Context: an optimization exercise on an open-source flow, tuned for small area, a short achievable clock period and few clock cycles per item. The choices shown serve that exercise and are no tape-out recipe.
At most, simulation tests tie the RTL to the original design; equivalence was not proved.
Function not checked in runs 3 and 4: the RTL went through the layout flow alone.
Power figures rest on the tool's default switching activity, not on a simulated workload.

File: design/flow/config.mk
export PLATFORM = sky130hd
export DESIGN_NAME = point_in_polygon_crossing_unit
export DESIGN_NICKNAME = point_in_polygon_crossing_unit
export VERILOG_FILES = /design/flow/design.v
export SDC_FILE = /design/flow/constraint.sdc
export NUM_CORES = 4
export LEC_CHECK = 0
export CAP_MARGIN = 20
export CORE_MARGIN = 2
export CORE_UTILIZATION = 40
export CTS_BUF_LIST = sky130_fd_sc_hd__clkbuf_8
export SLEW_MARGIN = 20
File: design/flow/constraint.sdc
create_clock -name core_clock -period 10.0 [get_ports {clk_i}]
set_input_delay 2.0000 -clock core_clock [delete_from_list [all_inputs] [get_ports {clk_i}]]
set_output_delay 2.0000 -clock core_clock [all_outputs]
set_load 0.01 [all_outputs]
File: design/flow/design.v
package pipcu_pkg;
  localparam int unsigned COORD_BITS_DEFAULT = 32;
  localparam int unsigned QUEUE_DEPTH = 3;
  typedef struct packed {
    logic full;
    logic empty;
  } fifo_stat_t;
endpackage
module pipcu_front #(
  parameter int unsigned CoordBits = 32
) (
  input  logic signed [CoordBits-1:0] point_x_i,
  input  logic signed [CoordBits-1:0] point_y_i,
  input  logic signed [CoordBits-1:0] start_x_i,
  input  logic signed [CoordBits-1:0] start_y_i,
  input  logic signed [CoordBits-1:0] end_x_i,
  input  logic signed [CoordBits-1:0] end_y_i,
  output logic signed [CoordBits:0]   dif_a_o,   
  output logic signed [CoordBits:0]   dif_b_o,   
  output logic signed [CoordBits:0]   dif_c_o,   
  output logic signed [CoordBits:0]   dif_d_o,   
  output logic                        px_lt_ex_o,
  output logic                        px_eq_ex_o,
  output logic                        ey_lt_py_o,
  output logic                        ey_eq_py_o,
  output logic                        a_zero_o,   
  output logic                        b_zero_o    
);
  assign dif_a_o = {point_x_i[CoordBits-1], point_x_i} - {start_x_i[CoordBits-1], start_x_i};
  assign dif_b_o = {point_y_i[CoordBits-1], point_y_i} - {start_y_i[CoordBits-1], start_y_i};
  assign dif_c_o = {end_x_i[CoordBits-1], end_x_i} - {start_x_i[CoordBits-1], start_x_i};
  assign dif_d_o = {end_y_i[CoordBits-1], end_y_i} - {start_y_i[CoordBits-1], start_y_i};
  assign px_lt_ex_o = (point_x_i < end_x_i);
  assign px_eq_ex_o = (point_x_i == end_x_i);
  assign ey_lt_py_o = (end_y_i < point_y_i);
  assign ey_eq_py_o = (end_y_i == point_y_i);
  assign a_zero_o   = (point_x_i == start_x_i);
  assign b_zero_o   = (point_y_i == start_y_i);
endmodule
module pipcu_fifo #(
  parameter int unsigned Depth = 3
) (
  input  logic                  clk_i,
  input  logic                  rst_ni,
  input  logic                  push_i,
  input  logic                  data_i,
  input  logic                  pop_i,
  output logic                  data_o,
  output logic [$clog2(Depth+1)-1:0] count_o,
  output pipcu_pkg::fifo_stat_t stat_o
);
  localparam int unsigned PtrW = (Depth > 1) ? $clog2(Depth) : 1;
  localparam int unsigned CntW = $clog2(Depth + 1);
  logic [Depth-1:0] mem_q;
  logic [PtrW-1:0]  wr_ptr_q;
  logic [PtrW-1:0]  rd_ptr_q;
  logic [CntW-1:0]  count_q;
  logic             pop_fire;
  assign stat_o.full  = (count_q == CntW'(Depth));
  assign stat_o.empty = (count_q == '0);
  assign count_o      = count_q;
  assign pop_fire     = pop_i && !stat_o.empty;
  assign data_o       = mem_q[rd_ptr_q];
  always_ff @(posedge clk_i or negedge rst_ni) begin
    if (!rst_ni) begin
      wr_ptr_q <= '0;
      rd_ptr_q <= '0;
      count_q  <= '0;
    end else begin
      if (push_i) begin
        wr_ptr_q <= (wr_ptr_q == PtrW'(Depth - 1)) ? '0 : wr_ptr_q + 1'b1;
      end
      if (pop_fire) begin
        rd_ptr_q <= (rd_ptr_q == PtrW'(Depth - 1)) ? '0 : rd_ptr_q + 1'b1;
      end
      if (push_i && !pop_fire) begin
        count_q <= count_q + 1'b1;
      end else if (pop_fire && !push_i) begin
        count_q <= count_q - 1'b1;
      end
    end
  end
  always_ff @(posedge clk_i) begin
    if (push_i) begin
      mem_q[wr_ptr_q] <= data_i;
    end
  end
endmodule
module pipcu_back #(
  parameter int unsigned CoordBits = 32
) (
  input  logic                        clk_i,
  input  logic                        rst_ni,
  input  logic                        edge_valid_i,
  input  logic                        edge_last_i,
  input  logic signed [CoordBits:0]   dif_a_i,
  input  logic signed [CoordBits:0]   dif_b_i,
  input  logic signed [CoordBits:0]   dif_c_i,
  input  logic signed [CoordBits:0]   dif_d_i,
  input  logic                        px_lt_ex_i,
  input  logic                        px_eq_ex_i,
  input  logic                        ey_lt_py_i,
  input  logic                        ey_eq_py_i,
  input  logic                        a_zero_i,
  input  logic                        b_zero_i,
  output logic                        busy_o,    
  output logic                        res_push_o,
  output logic                        res_bit_o
);
  localparam int unsigned W  = CoordBits + 1;    
  localparam int unsigned TW = W + 1;            
  logic                 valid_q;
  logic                 last_q;
  logic                 first_q;
  logic [6:0]           cnt_q;
  logic signed [W-1:0]  r1_q, r2_q, c_q, d_q;
  logic                 px_lt_ex_q, px_eq_ex_q, ey_lt_py_q, ey_eq_py_q;
  logic                 q1_q, q2_q, t1z_q, t2z_q;    
  logic                 parity_q;
  logic signed [TW-1:0] t1, t2;
  logic                 aneg, bneg, cneg, dneg;
  logic                 t1z, t2z, az, bz;
  logic                 q1, q2;
  logic                 straddle;
  logic                 a_ge_c;
  logic                 decided;
  logic                 tog;
  logic                 load;
  logic                 retire;
  assign aneg = r1_q[W-1];
  assign bneg = r2_q[W-1];
  assign cneg = c_q[W-1];
  assign dneg = d_q[W-1];
  logic                 az_q, bz_q;
  assign az   = az_q;
  assign bz   = bz_q;
  assign t1  = {r1_q, 1'b0} - TW'(c_q);
  assign t2  = {r2_q, 1'b0} - TW'(d_q);
  assign t1z = ({r1_q, 1'b0} == TW'(c_q));
  assign t2z = ({r2_q, 1'b0} == TW'(d_q));
  assign q1 = cneg ? (t1[TW-1] | t1z) : !t1[TW-1];
  assign q2 = dneg ? (t2[TW-1] | t2z) : !t2[TW-1];
  assign straddle = (bneg | bz) == ey_lt_py_q;
  assign a_ge_c   = cneg ? (px_lt_ex_q | px_eq_ex_q) : !px_lt_ex_q;
  always_comb begin
    decided = 1'b1;
    tog     = 1'b0;
    if (first_q) begin
      if (!straddle) begin
        tog = 1'b0;
      end else if (aneg != cneg) begin
        tog = !cneg;                           
      end else if (a_ge_c) begin
        tog = !(ey_eq_py_q && px_eq_ex_q) && cneg;   
      end else if (az) begin
        tog = !bz;                             
      end else if (ey_eq_py_q) begin
        tog = !cneg;                           
      end else if (bz) begin
        tog = cneg;                            
      end else begin
        decided = 1'b0;                        
      end
    end else if (q1_q != q2_q) begin
      tog = q1_q ^ !cneg;
    end else if (q1_q && t1z_q && t2z_q) begin
      tog = 1'b0;                              
    end else if (q1_q && t1z_q) begin
      tog = !cneg;                             
    end else if (q1_q && t2z_q) begin
      tog = cneg;                              
    end else if (cnt_q[6]) begin
      tog = 1'b0;                              
    end else begin
      decided = 1'b0;
    end
  end
  assign retire = valid_q && decided;
  assign load   = !valid_q || decided;
  assign busy_o = valid_q && !decided;
  always_ff @(posedge clk_i or negedge rst_ni) begin
    if (!rst_ni) begin
      valid_q  <= 1'b0;
      parity_q <= 1'b0;
    end else begin
      if (load) begin
        valid_q <= edge_valid_i;
      end
      if (retire) begin
        parity_q <= last_q ? 1'b0 : (parity_q ^ tog);
      end
    end
  end
  always_ff @(posedge clk_i) begin
    q1_q  <= q1;
    q2_q  <= q2;
    t1z_q <= t1z;
    t2z_q <= t2z;
    if (load) begin
      last_q     <= edge_last_i;
      first_q    <= 1'b1;
      cnt_q      <= '0;
      r1_q       <= dif_a_i;
      r2_q       <= dif_b_i;
      c_q        <= dif_c_i;
      d_q        <= dif_d_i;
      px_lt_ex_q <= px_lt_ex_i;
      px_eq_ex_q <= px_eq_ex_i;
      ey_lt_py_q <= ey_lt_py_i;
      ey_eq_py_q <= ey_eq_py_i;
      az_q       <= a_zero_i;
      bz_q       <= b_zero_i;
    end else begin
      first_q    <= 1'b0;
      cnt_q      <= cnt_q + 1'b1;
      r1_q       <= q1 ? W'(t1) : {r1_q[W-2:0], 1'b0};
      r2_q       <= q2 ? W'(t2) : {r2_q[W-2:0], 1'b0};
    end
  end
  assign res_push_o = retire && last_q;
  assign res_bit_o  = parity_q ^ tog;
endmodule
module point_in_polygon_crossing_unit #(
  parameter int unsigned CoordBits = pipcu_pkg::COORD_BITS_DEFAULT
) (
  input  logic                        clk_i,
  input  logic                        rst_ni,
  input  logic                        push,
  output logic                        full,
  input  logic signed [CoordBits-1:0] point_x_i,
  input  logic signed [CoordBits-1:0] point_y_i,
  input  logic signed [CoordBits-1:0] start_x_i,
  input  logic signed [CoordBits-1:0] start_y_i,
  input  logic signed [CoordBits-1:0] end_x_i,
  input  logic signed [CoordBits-1:0] end_y_i,
  input  logic                        last_edge_i,
  output logic                        empty,
  input  logic                        pop,
  output logic                        inside_res_o
);
  localparam int unsigned ResDepth = pipcu_pkg::QUEUE_DEPTH;
  localparam int unsigned CntW     = $clog2(ResDepth + 1);
  logic signed [CoordBits:0] dif_a, dif_b, dif_c, dif_d;
  logic                      px_lt_ex, px_eq_ex, ey_lt_py, ey_eq_py;
  logic                      a_zero, b_zero;
  logic                      busy;
  logic                      res_room;
  logic                      res_push;
  logic                      res_bit;
  logic [CntW-1:0]           res_count;
  pipcu_pkg::fifo_stat_t     res_stat;
  pipcu_front #(
    .CoordBits (CoordBits)
  ) u_front (
    .point_x_i (point_x_i),
    .point_y_i (point_y_i),
    .start_x_i (start_x_i),
    .start_y_i (start_y_i),
    .end_x_i   (end_x_i),
    .end_y_i   (end_y_i),
    .dif_a_o   (dif_a),
    .dif_b_o   (dif_b),
    .dif_c_o   (dif_c),
    .dif_d_o   (dif_d),
    .px_lt_ex_o (px_lt_ex),
    .px_eq_ex_o (px_eq_ex),
    .ey_lt_py_o (ey_lt_py),
    .ey_eq_py_o (ey_eq_py),
    .a_zero_o   (a_zero),
    .b_zero_o   (b_zero)
  );
  assign res_room = (res_count <= CntW'(ResDepth - 2));
  assign full     = busy || !res_room;
  pipcu_back #(
    .CoordBits (CoordBits)
  ) u_back (
    .clk_i        (clk_i),
    .rst_ni       (rst_ni),
    .edge_valid_i (push && !full),
    .edge_last_i  (last_edge_i),
    .dif_a_i      (dif_a),
    .dif_b_i      (dif_b),
    .dif_c_i      (dif_c),
    .dif_d_i      (dif_d),
    .px_lt_ex_i   (px_lt_ex),
    .px_eq_ex_i   (px_eq_ex),
    .ey_lt_py_i   (ey_lt_py),
    .ey_eq_py_i   (ey_eq_py),
    .a_zero_i     (a_zero),
    .b_zero_i     (b_zero),
    .busy_o       (busy),
    .res_push_o   (res_push),
    .res_bit_o    (res_bit)
  );
  pipcu_fifo #(
    .Depth (ResDepth)
  ) u_res_queue (
    .clk_i   (clk_i),
    .rst_ni  (rst_ni),
    .push_i  (res_push),
    .data_i  (res_bit),
    .pop_i   (pop),
    .data_o  (inside_res_o),
    .count_o (res_count),
    .stat_o  (res_stat)
  );
  assign empty = res_stat.empty;
endmodule
File: design/flow/flow/run.sh
#!/bin/bash
# The standard layout (standard synthesis, constraint.sdc and clock period unchanged), with
# the port buffers that global placement inserts made of the smallest plain buffer, and timing
# repair aiming at the setup margin in margin.txt.
set -euo pipefail
bash standard.sh "BUFFER_PORTS_ARGS=-buffer_cell $(cat flow/port_buffer.txt)" \
  "SETUP_SLACK_MARGIN=$(cat flow/margin.txt)" finish > standard_flow.log 2>&1
File: design/flow/flow/margin.txt
5.6
File: design/flow/flow/port_buffer.txt
sky130_fd_sc_hd__buf_1
File: design/flow/standard.sh
#!/bin/bash
# synth_recipe.tcl (not shown) runs the flow's synth.tcl, then flattens the netlist and writes it again
# the make line also repeats each setting of config.mk as NAME=value (left out here)
make -C /OpenROAD-flow-scripts/flow DESIGN_CONFIG=/design/flow/config.mk WORK_HOME=/design/flow/orfs CLKGATE_MAP_FILE= SYNTH_SCRIPT=/design/flow/synth_recipe.tcl "${@:-finish}"
==> flow_summary.ini, run 1 <==
[run_status]
status = timing/DRC/antenna clean

[cells_and_area]
utilization_pct = 46.1
drive_gt1_share_pct = 7.92
finalNetCount = 2878
layout-area-overhead-vs-synth_pct = 13.9

[global_routing]
globalRouteMet3Util_pct = 2.41
grt_antenna_before_repair = 2
grt_pass1_wl_um = 85200
grt_pass1_vias = 16200
grt_usage_pct = 22.6
grt_max_degree = 84
use_met2_pct = 35.1
gr-usage-met1_pct = 33.2
grt_overflow = 0
top_usage_layer = met2

[synth]
ys.flop_type = dfxtp_1
yosysTopAreaCellShare_pct = 18.5
syn_area_mm2 = 0.0179
syn_inst = 2217
synth_common_cells = 265 x ha_1, 259 x inv_1, 186 x a21oi_1
ys_ff_latch = 162
yosys_warnings = 2
yosys.area.top_type = ha_1
seq_area_frac_synth_pct = 22.6
synth_most_common_cell = ha_1
synth.area.top_cells = ha_1 19%, edfxtp_1 13%, dfxtp_1 8.7%
syn-num-nets = 2685
synth.lib_cells_used.distinct = 85
synth-edff-count = 76
synthArstFlopShare_pct = 4.94
avgSynthCellArea_um2 = 8.08

[power_and_ir_drop]
p_per_area_mw_per_mm2 = 244
p_leak_nw = 9.42
vdd_drop_max_mv = 0.145

[min_path]
min_path_type = reg -> reg
min_from = u_back.cnt_q[0]$_SDFF_PN0_

[critical_path]
worstSetupPathType = in -> reg
worstPathArrival_ns = 4.63
worstPathRequired_ns = 10.23
crit_path_start_kind = input port
critPathMaxStageDelay_ns = 0.37
r2r_slack_ns = 6.05
reg2reg_to = u_back.r2_q[1]$_DFF_P_
rr_startpoint = u_back.d_q[1]$_DFFE_PN_
cp_slowest_cell = nor4_4
cp_num_cells = 14
crit_buf_inv = 2
crit_chain = buf_8 > inv_12 > ha_4 > fa_2 > nor2b_2 > o31a_1 > o211ai_1 > a21o_2 > nor4_4 > o31ai_4 > a21oi_2 > o21ai_4 > a2111oi_4 > a211oi_1
crit_family = compound AO/OA/AOI/OAI gates
critPathCapture = u_back.d_q[32]$_DFFE_PN_
cp_max_fo = 5
endpoint_kind = flop
crit_path_start = end_y_i[0]
r2r_cells = 13

[drt]
drt_iter0_drc = 1235
drtAntennaViolNets = 0
wl_um = 53400
dr.pass1.iters = 5
vias = 16956
vias_per_cell = 5.62
drc = 0
wl_per_cell_um = 17.7

[placed_design]
dp_slack_ns = 4.74
hpwl_um = 43000
gp_congestion = 0.948
io_buffers = 199

[cts]
clock-sinks = 162
cts_buffers = 17
htree_num_levels = 4
cts_root_buf = clkbuf_8
cts_buffer_depth = 2
clk_latency_ns = 0.49
cts_hold_buf = 0
clkTransAtPathRegs_ns = 0.08
tritoncts = done

[sta]
final.period_utilization_pct = 44.0
skew_ns = 0.0199
fin_setup_tns_ns = 0
finalSetupViolCount = 0
tightest_slew_ns = 1.03
layout_setup_ws_ns = 5.60
slew_violations = 0
rsz0062_at_grt = yes
whs_ns = 0.453
period_minus_slack_ns = 4.40
max_slew_margin_pct = 31.3
hold_violations = 0
clock.fmax_ghz = 0.227

[die]
start_util_pct = 40.5
die_x_um = 216
die_h_um = 216
rows = 77
core_mm2 = 0.0442
dieArea_mm2 = 0.0465
ios = 200

[job]
max_cap_viol_count = 0
placed cells by master (no fill, tap or decap), types with 76 or more instances in the layout:
cell	n
o21ai_0	103
nand2_1	117
dfxtp_1	78
ha_1	253
nor2_1	137
xnor2_1	95
inv_1	249
edfxtp_1	76
buf_1	187
a21oi_1	178
a21o_1	119
metrics by stage:
stage | instances | cell area, um^2 | total power [mW]
floorplan | 2217 | 18100 | 3.60
global placement | 2953 | 19400 | 4.29
detailed placement | 2953 | 19400 | 4.34
CTS | 2993 | 20000 | 4.92
finish | 3016 | 20400 | 4.97
global route | 3016 | 20400 | 5.40
sequential cells by signal, summed over array words and instances, names as in the netlist, 2 cells and up:
name and flops:
u_back.d_q 33, u_res_queue.rd_ptr_q 2, u_res_queue.count_q 2, u_res_queue.wr_ptr_q 2, u_res_queue.mem_q 3, u_back.c_q 33
u_back.r2_q 33, u_back.cnt_q 7, u_back.r1_q 33
worst reg2reg max path: stages, from the launching register on:
cell      delay, ns
edfxtp_1       0.40
inv_1          0.06
ha_1           0.30
nor2b_1        0.14
o31a_1         0.28
o22ai_1        0.28
o211ai_2       0.17
o21ai_2        0.22
a21oi_2        0.12
a311oi_4       0.56
o211ai_4       0.42
nand2_4        0.35
inv_2          0.17
o311a_1        0.35
final cells by class:
class                      instances  area, um^2
antenna                            1        2.50
clock buffer                      19         262
clock inverter                    13         148
fill                            4398       23800
inverter                         260        1010
multi-input combinational       1737       13200
sequential                       162        4040
tap                              592         741
timing repair buffer             232        1030
cell families (layout without fill, tap and decap cells):
| group | count (synthesis) | in the layout | share of synthesized area [%] |
|---|---|---|---|
| flip-flops | 162 | 162 | 22.6 |
| adder cells (fa/ha/maj) | 271 | 271 | 19.2 |
| multiplexers | 40 | 40 | 2.26 |
| XOR/XNOR | 152 | 152 | 7.43 |
| AND/OR/NAND/NOR | 574 | 575 | 16.0 |
| AO/OA/AOI/OAI | 699 | 699 | 25.6 |
| buffers and inverters | 319 | 524 | 6.93 |
| other | 0 | 1 | 0 |
report_power, final:
group | total (mW) | internal (mW) | leakage, nW | switching [mW]
Combinational | 3.34 | 1.35 | 7.65 | 1.99
Sequential | 1.12 | 0.980 | 1.55 | 0.141
Clock | 0.510 | 0.240 | 0.212 | 0.270
timing repair:
action	4_1_cts	5_1_grt
endpoints found under the setup margin	23	36
buffers inserted	7	22
pin swaps	15	44
gates resized for setup	33	62
cloned	1	0
worst min path at each step:
stage	endpoint	cells after the start
after floorplan	u_back.cnt_q[0]$_SDFF_PN0_	1
after global placement	u_back.cnt_q[0]$_SDFF_PN0_	1
after detailed placement	u_back.cnt_q[0]$_SDFF_PN0_	1
after CTS	u_back.cnt_q[0]$_SDFF_PN0_	1
after global routing	u_back.cnt_q[0]$_SDFF_PN0_	1
final	u_back.cnt_q[0]$_SDFF_PN0_	1
metal layers:
metal	wire [um]	vias up	part of all wire [%]
met5	0	-	0
met4	869	0	1.6
met3	2390	51	4.5
met2	23200	447	44
met1	26900	7998	50
li1	-	8460	-
Testbench counts, summed over its fixed seeds: cycles 23,339, items 16,856.
==> run 2: changes to the inputs <==
--- a/design/flow/config.mk
+++ b/design/flow/config.mk
@@ -7,6 +7,6 @@
 export LEC_CHECK = 0
 export CAP_MARGIN = 20
 export CORE_MARGIN = 2
-export CORE_UTILIZATION = 40
+export CORE_UTILIZATION = 55
 export CTS_BUF_LIST = sky130_fd_sc_hd__clkbuf_8
 export SLEW_MARGIN = 20
==> flow_summary.ini, run 2 <==
[run_status]
status = timing/DRC/antenna clean

[critical_path]
crit_path_frequent_cell = a221o_1
worstPathArrival_ns = 4.78
critPathMaxStageDelay_ns = 0.41
cp_max_fo = 4
r2r_cells = 13
worstPathRequired_ns = 10.38
rr_startpoint = u_back.d_q[1]$_DFFE_PN_
crit_path_start_kind = input port
reg2reg_to = u_back.r2_q[1]$_DFF_P_
crit_buf_inv = 2
r2r_slack_ns = 6.08
worstSetupPathType = in -> reg
crit_family = compound AO/OA/AOI/OAI gates
crit_chain = buf_1 > inv_2 > ha_4 > a21o_1 > or3_1 > nor3_2 > o21a_2 > o21ai_2 > a221o_1 > a221o_1 > a31oi_1 > xor2_1 > mux2i_1
endpoint_kind = flop
cp_slowest_cell = a221o_1

[synth]
synthArstFlopShare_pct = 4.94
synth.lib_cells_used.distinct = 85
yosys_warnings = 2
synth_most_common_cell = ha_1
ys.flop_type = dfxtp_1
avgSynthCellArea_um2 = 8.08
yosys.area.top_type = ha_1
syn-num-nets = 2685
yosysTopAreaCellShare_pct = 18.5
syn_area_mm2 = 0.0179
ys_ff_latch = 162
synth_common_cells = 265 x ha_1, 259 x inv_1, 186 x a21oi_1
syn_inst = 2217
seq_area_frac_synth_pct = 22.6
synth-edff-count = 76
synth.area.top_cells = ha_1 19%, edfxtp_1 13%, dfxtp_1 8.7%

[die]
core_mm2 = 0.0323
ios = 200
die_x_um = 184
rows = 66
dieArea_mm2 = 0.0340
start_util_pct = 55.5
die_h_um = 184

[cells_and_area]
finalNetCount = 2892
multiInputGateArea_mm2 = 0.0132
register_area_mm2 = 0.00404
insertedDiodeCount = 0
drive_gt1_share_pct = 8.70
utilization_pct = 63.2
num-fill-cells = 2980
final_common_cell = inv_1
layout-area-overhead-vs-synth_pct = 13.8
layout.cells.most_common_list = 249 x inv_1, 248 x ha_1, 186 x buf_1

[global_routing]
grt_usage_pct = 28.6
grt_antenna_before_repair = 0
grt_pass1_vias = 15555
grt_pass1_wl_um = 77500
grt_max_degree = 58
grt_overflow = 0

[cts]
cts_root_buf = clkbuf_8
htree_num_levels = 4
clk_latency_ns = 0.50
tritoncts = done
clkTransAtPathRegs_ns = 0.11
cts_buffer_depth = 2
cts_buffers = 17
clock-sinks = 162

[power_and_ir_drop]
p_leak_nw = 9.49
p_per_area_mw_per_mm2 = 244
vdd_drop_max_mv = 0.131

[drt]
drc = 0
vias_per_cell = 5.86
wl_um = 49700
wl_per_cell_um = 17.3
dr.pass1.iters = 7
drt_iter0_drc = 1085
drtAntennaViolNets = 0
vias = 16882

[sta]
period_minus_slack_ns = 4.40
skew_ns = 0.0197
slew_violations = 0
clock.fmax_ghz = 0.227
fin_setup_tns_ns = 0
finalSetupViolCount = 0
hold_violations = 0
rsz0062_at_grt = yes
tightest_slew_ns = 0.957
max_slew_margin_pct = 35.9
final.period_utilization_pct = 44.0

[min_path]
hold_end = u_back.r2_q[30]$_DFF_P_
min_from = u_back.r2_q[29]$_DFF_P_
min_path_type = reg -> reg
worst_hold_path.num_cells = 2

[placed_design]
hpwl_um = 38700
io_buffers = 199
gp_congestion = 0.898

[job]
max_cap_viol_count = 0
run 2: cell counts after synthesis:
Identical to the previous run, type by type.
run 2: area by class of cell:
| class | count | share of cell area, % |
|---|---|---|
| clock buffers | 17 | 1.15 |
| clock inverters | 15 | 0.853 |
| inverters | 260 | 4.95 |
| multi-input cells | 1737 | 64.8 |
| flip-flops and latches | 162 | 19.8 |
| well taps | 442 | 2.71 |
| repair buffers | 245 | 5.63 |
| repair inverters | 1 | 0.0430 |
run 2: kinds of logic after synthesis:
group	synth area share (%)
AO/OA/AOI/OAI	25.6
adder cells (fa/ha/maj)	19.2
flip-flops	22.6
XOR/XNOR	7.43
multiplexers	2.26
AND/OR/NAND/NOR	16.0
buffers and inverters	6.93
run 2: power breakdown:
group / switching [mW] / internal [mW] / total [mW]
Sequential: 0.145 / 0.980 / 1.13
Combinational: 1.97 / 1.36 / 3.33
Clock: 0.287 / 0.230 / 0.518
Total: 2.40 / 2.57 / 4.97
run 2: per-layer routing:
| layer | vias up | track usage, % | wire length [um] |
|---|---|---|---|
| met1 | 7901 | 40.7 | 23900 |
| met2 | 446 | 45.7 | 22100 |
| met4 | 0 | 6.05 | 680 |
| li1 | 8488 | - | - |
| met5 | - | 0 | 0 |
| met3 | 47 | 4.21 | 3010 |
run 2: how the worst max path moves through the flow:
stage                                   from  cells past startpoint                       end  slack, ns
finish                         start_x_i[11]                     13   u_back.r1_q[28]$_DFF_P_       5.60
global route                    start_x_i[8]                     14  u_back.c_q[31]$_DFFE_PN_       5.52
CTS                 u_back.c_q[32]$_DFFE_PN_                      8                      full       5.53
detailed placement              start_y_i[1]                     13  u_back.d_q[29]$_DFFE_PN_       4.79
global placement                  end_y_i[0]                     14  u_back.d_q[32]$_DFFE_PN_       4.85
floorplan                         end_y_i[0]                     13  u_back.d_q[32]$_DFFE_PN_       5.50
run 2: worst register-to-register path, delay by kind of cell (launching register included):
kind / cells / cell delay (ns)
AO/OA/AOI/OAI: 8 / 2.38
AND/OR/NAND/NOR: 2 / 0.46
flip-flops: 1 / 0.44
adder cells (fa/ha/maj): 1 / 0.30
buffers and inverters: 2 / 0.24
run 2: metrics by stage:
step                      area (um^2)  instances  setup WS [ns]  total power [mW]  hold slack (ns)
final                           20400       2879           5.60              4.97            0.457
after global routing            20400       2879           5.52              5.38            0.508
after CTS                       19800       2854           5.53              4.87            0.459
after detailed placement        19200       2806           4.79              4.30            0.443
after global placement          19200       2806           4.85              4.26            0.431
after floorplan                 18100       2217           5.50              3.60            0.413
run 2: repair_timing:
item                                    4_1_cts  5_1_grt
pin swaps                                    15       36
cloned                                        1        1
buffers inserted                             15       24
gates resized for setup                      22       79
hold buffers                                  0        0
endpoints found under the setup margin       20       36
==> run 3: changes to the inputs <==
--- a/design/flow/design.v
+++ b/design/flow/design.v
@@ -1,6 +1,6 @@
 package pipcu_pkg;
   localparam int unsigned COORD_BITS_DEFAULT = 32;
-  localparam int unsigned QUEUE_DEPTH = 3;
+  localparam int unsigned QUEUE_DEPTH = 2;
   typedef struct packed {
     logic full;
     logic empty;
@@ -104,6 +104,7 @@
   input  logic                        a_zero_i,
   input  logic                        b_zero_i,
   output logic                        busy_o,    
+  output logic                        last_held_o,   
   output logic                        res_push_o,
   output logic                        res_bit_o
 );
@@ -178,6 +179,7 @@
   assign retire = valid_q && decided;
   assign load   = !valid_q || decided;
   assign busy_o = valid_q && !decided;
+  assign last_held_o = valid_q && last_q;
   always_ff @(posedge clk_i or negedge rst_ni) begin
     if (!rst_ni) begin
       valid_q  <= 1'b0;
@@ -244,6 +246,7 @@
   logic                      px_lt_ex, px_eq_ex, ey_lt_py, ey_eq_py;
   logic                      a_zero, b_zero;
   logic                      busy;
+  logic                      last_held;
   logic                      res_room;
   logic                      res_push;
   logic                      res_bit;
@@ -269,7 +272,8 @@
     .a_zero_o   (a_zero),
     .b_zero_o   (b_zero)
   );
-  assign res_room = (res_count <= CntW'(ResDepth - 2));
+  assign res_room = (int'(res_count) + int'(last_held) - int'(pop && !res_stat.empty))
+                    <= int'(ResDepth) - 1;
   assign full     = busy || !res_room;
   pipcu_back #(
     .CoordBits (CoordBits)
@@ -289,6 +293,7 @@
     .a_zero_i     (a_zero),
     .b_zero_i     (b_zero),
     .busy_o       (busy),
+    .last_held_o  (last_held),
     .res_push_o   (res_push),
     .res_bit_o    (res_bit)
   );
--- a/design/flow/config.mk
+++ b/design/flow/config.mk
@@ -7,6 +7,6 @@
 export LEC_CHECK = 0
 export CAP_MARGIN = 20
 export CORE_MARGIN = 2
-export CORE_UTILIZATION = 55
+export CORE_UTILIZATION = 40
 export CTS_BUF_LIST = sky130_fd_sc_hd__clkbuf_8
 export SLEW_MARGIN = 20
==> flow_summary.ini, run 3 <==
[sta]
finalSetupViolCount = 0
rsz0062_at_grt = yes
slew_violations = 0
skew_ns = 0.0139
hold_violations = 0
fin_setup_tns_ns = 0
clock.fmax_ghz = 0.178
max_slew_margin_pct = 34.2
tightest_slew_ns = 0.978
final.period_utilization_pct = 56.1
period_minus_slack_ns = 5.61

[cells_and_area]
utilization_pct = 44.7
final_common_cell = ha_1
fin_area_mm2 = 0.0202
layout-area-overhead-vs-synth_pct = 11.2
finalNetCount = 2892
drive_gt1_share_pct = 5.01
layout.cells.most_common_list = 261 x ha_1, 248 x inv_1, 201 x a21oi_1
insertedDiodeCount = 0

[cts]
clock-sinks = 159
tritoncts = done
clk_latency_ns = 0.47
cts_buffer_depth = 2
cts_hold_buf = 0
htree_num_levels = 4
clkTransAtPathRegs_ns = 0.09
cts_root_buf = clkbuf_8
cts_buffers = 17

[critical_path]
worstPathRequired_ns = 8.00
worstPathArrival_ns = 3.61
cp_slowest_cell = fa_2
crit_path_frequent_cell = inv_2
endpoint_kind = primary output
crit_chain = buf_6 > o21ai_4 > inv_2 > ha_4 > inv_2 > ha_4 > inv_2 > fa_2 > xnor2_2 > nand2_1 > a21oi_2 > nand2_1 > buf_2
rr_startpoint = u_back.c_q[32]$_DFFE_PN_
crit_path_start = pop
critPathMaxStageDelay_ns = 0.35
worstSetupPathType = in -> out
crit_path_start_kind = input port
cp_max_fo = 2

[job]
max_cap_viol_count = 0

[power_and_ir_drop]
p_per_area_mw_per_mm2 = 194
p_leak_nw = 9.31
vdd_drop_max_mv = 0.115

[drt]
dr.pass1.iters = 5
wl_um = 50000
vias_per_cell = 5.51
drtAntennaViolNets = 0
vias = 16728
wl_per_cell_um = 16.5
drt_iter0_drc = 1059
drc = 0

[synth]
ys.flop_type = dfxtp_1
seq_area_frac_synth_pct = 21.9
yosys.area.top_type = ha_1
synth_common_cells = 264 x ha_1, 251 x inv_1, 206 x a21oi_1
avgSynthCellArea_um2 = 8.05
yosysTopAreaCellShare_pct = 18.2
synth.area.top_cells = ha_1 18%, edfxtp_1 12%, dfxtp_1 8.6%
synth_most_common_cell = ha_1
syn-num-nets = 2721
syn_area_mm2 = 0.0181
yosys_warnings = 2
synthArstFlopShare_pct = 3.77
ys_ff_latch = 159
synth.lib_cells_used.distinct = 92
synth-edff-count = 75
syn_inst = 2253

[global_routing]
grt_antenna_before_repair = 0
grt_overflow = 0
grt_usage_pct = 20.8
grt_pass1_wl_um = 80100
grt_max_degree = 78
grt_pass1_vias = 15889

[die]
ios = 200
die_h_um = 217
start_util_pct = 40.2
core_mm2 = 0.0451
rows = 78
die_x_um = 217
dieArea_mm2 = 0.0471

[run_status]
status = timing/DRC/antenna clean

[min_path]
min_path_type = reg -> reg
min_from = u_back.cnt_q[0]$_SDFF_PN0_

[placed_design]
gp_congestion = 0.940
io_buffers = 199
placed_area_mm2 = 0.0194
hpwl_um = 40500
==> run 3: cell types whose count changed after synthesis, moves of 9 or more <==
cell,before,now
a21o_1,120,84
nand2_1,118,147
mux2i_1,36,61
a21oi_1,186,206
nand4_1,53,33
o21ai_1,30,50
nand3_1,66,47
o21ai_0,105,86
and3_1,18,35
clkbuf_1,43,31
a31oi_1,40,30
xnor2_1,95,104
==> run 3: final cells by class <==
type | count | area, um^2
timing repair buffer | 211 | 848
multi-input combinational | 1781 | 13200
tap | 600 | 751
inverter | 254 | 956
fill | 4511 | 24900
clock inverter | 15 | 195
sequential | 159 | 3960
clock buffer | 17 | 234
==> run 3: final timing paths <==
kind / end / slack, ns / cells past startpoint
setup / recovery: full / 4.39 / 13
min in group asynchronous: u_back.parity_q$_DFFE_PN0P_ / 1.39 / 1
hold reg to reg: u_back.cnt_q[0]$_SDFF_PN0_ / 0.46 / 1
hold / removal: u_back.cnt_q[0]$_SDFF_PN0_ / 0.46 / 1
max in group asynchronous: u_res_queue.count_q[1]$_DFFE_PN0P_ / 8.36 / 1
setup reg to reg: u_back.r1_q[19]$_DFF_P_ / 5.97 / 12
==> run 3: critical path, delay by kind of cell <==
family	cells	cell delay, ns
AO/OA/AOI/OAI	2	0.17
XOR/XNOR	1	0.17
adder cells (fa/ha/maj)	3	0.68
buffers and inverters	5	0.43
AND/OR/NAND/NOR	2	0.14
==> run 3: cell families after synthesis <==
family / after synthesis / share of synthesized area [%]
AOI/OAI and AO/OA: 683 / 24.4
and+or+nand+nor: 598 / 16.4
buffers and inverters: 313 / 6.88
adders and majority gates: 271 / 19.0
xor gates and xnor gates: 166 / 8.02
DFF: 159 / 21.9
muxes: 63 / 3.49
==> run 3: routing by layer <==
metal | vias up | routed length [um] | global-route usage (%)
met5 | - | 0 | 0
li1 | 8480 | - | -
met4 | 0 | 544 | 3.54
met2 | 319 | 23400 | 35.4
met3 | 33 | 1800 | 2.15
met1 | 7896 | 24300 | 28.8
==> run 3: per-stage QoR <==
stage	total power, mW	setup slack (ns)	hold WS (ns)	std cells
3_5_place_dp	3.33	4.25	0.443	2996
3_3_place_gp	3.29	4.31	0.431	2996
2_1_floorplan	2.82	4.62	0.413	2253
5_1_grt	4.26	4.29	0.484	3037
4_1_cts	3.90	4.29	0.466	3035
6_report	3.92	4.39	0.463	3037
==> run 3: power breakdown <==
group / leakage (nW) / internal, mW / switching (mW) / total, mW
clock network: 0.207 / 0.271 / 0.266 / 0.536
registers: 1.52 / 0.858 / 0.0879 / 0.946
logic: 7.58 / 1.03 / 1.41 / 2.44
total: 9.31 / 2.15 / 1.77 / 3.92
==> run 3: what timing repair did <==
item / CTS / global route
pin swaps: 10 / 15
hold endpoints to repair: 0 / 0
endpoints found under the setup margin: 17 / 30
buffers inserted: 7 / 2
resized for setup: 18 / 41
cloned: 0 / 0
==> run 4: changes to the inputs <==
==> design/flow/flow/margin.txt (replaced) <==
5.4
==> flow_summary.ini, run 4 <==
[synth]
avgSynthCellArea_um2 = 8.05
synth-edff-count = 75
synth.area.top_cells = ha_1 18%, edfxtp_1 12%, dfxtp_1 8.6%
synthArstFlopShare_pct = 3.77
ys_ff_latch = 159
yosysTopAreaCellShare_pct = 18.2
syn_inst = 2253
synth.lib_cells_used.distinct = 92
syn_area_mm2 = 0.0181
yosys.area.top_type = ha_1
yosys_warnings = 2
ys.flop_type = dfxtp_1
syn-num-nets = 2721
synth_most_common_cell = ha_1
synth_common_cells = 264 x ha_1, 251 x inv_1, 206 x a21oi_1
seq_area_frac_synth_pct = 21.9

[cells_and_area]
drive_gt1_share_pct = 3.86
final_common_cell = ha_1
utilization_pct = 44.3
insertedDiodeCount = 0
finalNetCount = 2892
layout-area-overhead-vs-synth_pct = 10.2
num-fill-cells = 4511
fin_area_mm2 = 0.0200
layout.cells.most_common_list = 262 x ha_1, 248 x inv_1, 205 x a21oi_1

[critical_path]
worstPathArrival_ns = 3.61
crit_chain = buf_6 > o21ai_4 > inv_2 > ha_4 > inv_2 > ha_4 > inv_2 > fa_2 > xnor2_2 > nand2_1 > a21oi_2 > nand2_1 > buf_2
cp_max_fo = 2
crit_path_start_kind = input port
endpoint_kind = primary output
crit_path_frequent_cell = inv_2
worstPathRequired_ns = 8.00
cp_slowest_cell = fa_2
critPathMaxStageDelay_ns = 0.35
worstSetupPathType = in -> out

[drt]
vias_per_cell = 5.48
dr.pass1.iters = 5
wl_per_cell_um = 16.3
wl_um = 49500
drtAntennaViolNets = 0
drc = 0
drt_iter0_drc = 1071
vias = 16650

[job]
max_cap_viol_count = 0

[power_and_ir_drop]
intPower_mw = 2.15
sw_frac_of_total_pct = 44.9
pwr-share-seq_pct = 24.2
vdd_drop_max_mv = 0.115
p_clk_share_pct = 13.7
p_per_area_mw_per_mm2 = 195
combPwrFrac_pct = 62.0
switching_power_mw = 1.75
p_leak_nw = 9.29

[die]
rows = 78
dieArea_mm2 = 0.0471
die_x_um = 217
start_util_pct = 40.2
ios = 200
die_h_um = 217
core_mm2 = 0.0451

[sta]
layout_setup_ws_ns = 4.39
hold_violations = 0
tightest_slew_ns = 0.989
slew_violations = 0
final.period_utilization_pct = 56.1
fin_setup_tns_ns = 0
finalSetupViolCount = 0
period_minus_slack_ns = 5.61
rsz0062_at_grt = yes
skew_ns = 0.0126
clock.fmax_ghz = 0.178
max_slew_margin_pct = 33.5
whs_ns = 0.463

[global_routing]
grt_pass1_vias = 15851
grt_pass1_wl_um = 79800
grt_overflow = 0
grt_antenna_before_repair = 0
grt_max_degree = 78
grt_usage_pct = 20.7

[cts]
clk_latency_ns = 0.47
cts_buffer_depth = 2
cts_root_buf = clkbuf_8
htree_num_levels = 4
clkTransAtPathRegs_ns = 0.09
cts_buffers = 17
tritoncts = done
clock-sinks = 159

[placed_design]
dp_slack_ns = 4.25
hpwl_um = 40500
placed_area_mm2 = 0.0194
io_buffers = 199
gp_congestion = 0.940

[min_path]
min_path_type = reg -> reg

[run_status]
status = timing/DRC/antenna clean
## run 4: layout make-up
| class | count | area, um^2 | share of cell area [%] |
|---|---|---|---|
| clock buffer | 17 | 234 | 1.17 |
| clock inverter | 15 | 195 | 0.976 |
| inverter | 254 | 956 | 4.78 |
| multi-input combinational | 1781 | 13000 | 65.3 |
| sequential | 159 | 3960 | 19.8 |
| tap | 600 | 751 | 3.76 |
| timing repair buffer | 211 | 846 | 4.23 |
## run 4: path summary, 6_finish.rpt
check	start	endpoint	slack [ns]	cells after the start
worst max-delay path	pop	full	4.39	13
worst min-delay path	u_back.cnt_q[0]$_SDFF_PN0_	u_back.cnt_q[0]$_SDFF_PN0_	0.46	1
worst max register to register	u_back.d_q[1]$_DFFE_PN_	u_back.r2_q[10]$_DFF_P_	5.99	12
worst min register to register	u_back.cnt_q[0]$_SDFF_PN0_	u_back.cnt_q[0]$_SDFF_PN0_	0.46	1
max in group asynchronous	rst_ni	u_res_queue.count_q[1]$_DFFE_PN0P_	8.36	1
min in group asynchronous	rst_ni	u_back.parity_q$_DFFE_PN0P_	1.39	1
## run 4: what timing repair did
| item | CTS | global route |
|---|---|---|
| endpoints found under the setup margin | 6 | 17 |
| pin swaps | 4 | 10 |
| cloned | 0 | 0 |
| resized for setup | 7 | 14 |
| hold buffers | 0 | 0 |
| setup buffers | 2 | 7 |
## run 4: cells by family after synthesis
group,share of synthesized area [%]
AOI/OAI and AO/OA,24.4
and+or+nand+nor,16.4
xor gates and xnor gates,8.02
DFF,21.9
buffers and inverters,6.88
muxes,3.49
adders and majority gates,19.0
## run 4: metrics by stage
stage / instances / power [mW]
final: 3037 / 3.90
after global routing: 3037 / 4.25
after CTS: 3030 / 3.89
after detailed placement: 2996 / 3.33
after global placement: 2996 / 3.29
after floorplan: 2253 / 2.82
## run 4: power groups by stage
stage	clock, mW	sequential [mW]	combinational (mW)
final	0.535	0.946	2.42
after global routing	0.571	0.966	2.71
after CTS	0.550	0.947	2.40
after detailed placement	0	0.961	2.37
after global placement	0	0.957	2.34
after floorplan	0	0.932	1.89
## run 4: per-layer routing
layer,global-route usage (%),vias up,part of all wire [%]
met4,3.77,0,1.0
li1,-,8467,-
met2,35.1,305,47
met5,0,-,0
met3,2.14,28,3.4
met1,28.7,7850,49
## run 4: worst max-delay path: cells and delay by family
kind	cells	cell delay, ns
fa+ha+maj	3	0.68
buf+inv	5	0.43
xor+xnor	1	0.17
compound gates	2	0.17
simple gates	2	0.14

separate check: timing with driven ports:
Ports are ideal in the flow. The routed layouts listed here were re-timed in OpenROAD. Step 1 (the two cells are an assumption about what drives the block):
set clk [get_ports {clk_i}]
set_driving_cell -lib_cell sky130_fd_sc_hd__clkbuf_16 $clk
set_driving_cell -lib_cell sky130_fd_sc_hd__buf_2 [delete_from_list [all_inputs] $clk]
Step 2 adds t to the input delays and takes it off the output delays; t is the mean of the earliest and latest rising clock arrival at the registers after step 1. Input paths then give back, and output paths get back, about the clock's delay inside the block. a / b / c = no drivers / after step 1 / after step 2; a / b = the first two.
| run | shift t [ns] | setup WS [ns] | worst setup path at the end | slew at the worst register clock pin (ns) | worst data-port slew with drivers (ns) |
|---|---|---|---|---|---|
| run 1 | 0.539 | 5.597 / 5.596 / 5.057 | input to register | 0.10 / 0.10 | 0.06 |
| run 2 | 0.534 | 5.602 / 5.626 / 5.092 | input to register | 0.11 / 0.11 | 0.04 |
| run 3 | 0.508 | 4.393 / 4.361 / 4.361 | input to output | 0.10 / 0.10 | 0.06 |
| run 4 | 0.506 | 4.393 / 4.361 / 4.361 | input to output | 0.10 / 0.10 | 0.06 |
After both steps setup and hold are still met in every run listed. For run 1, which loses most, drivers alone change the setup slack by -0.001 ns; drivers and shift together by -0.540 ns.
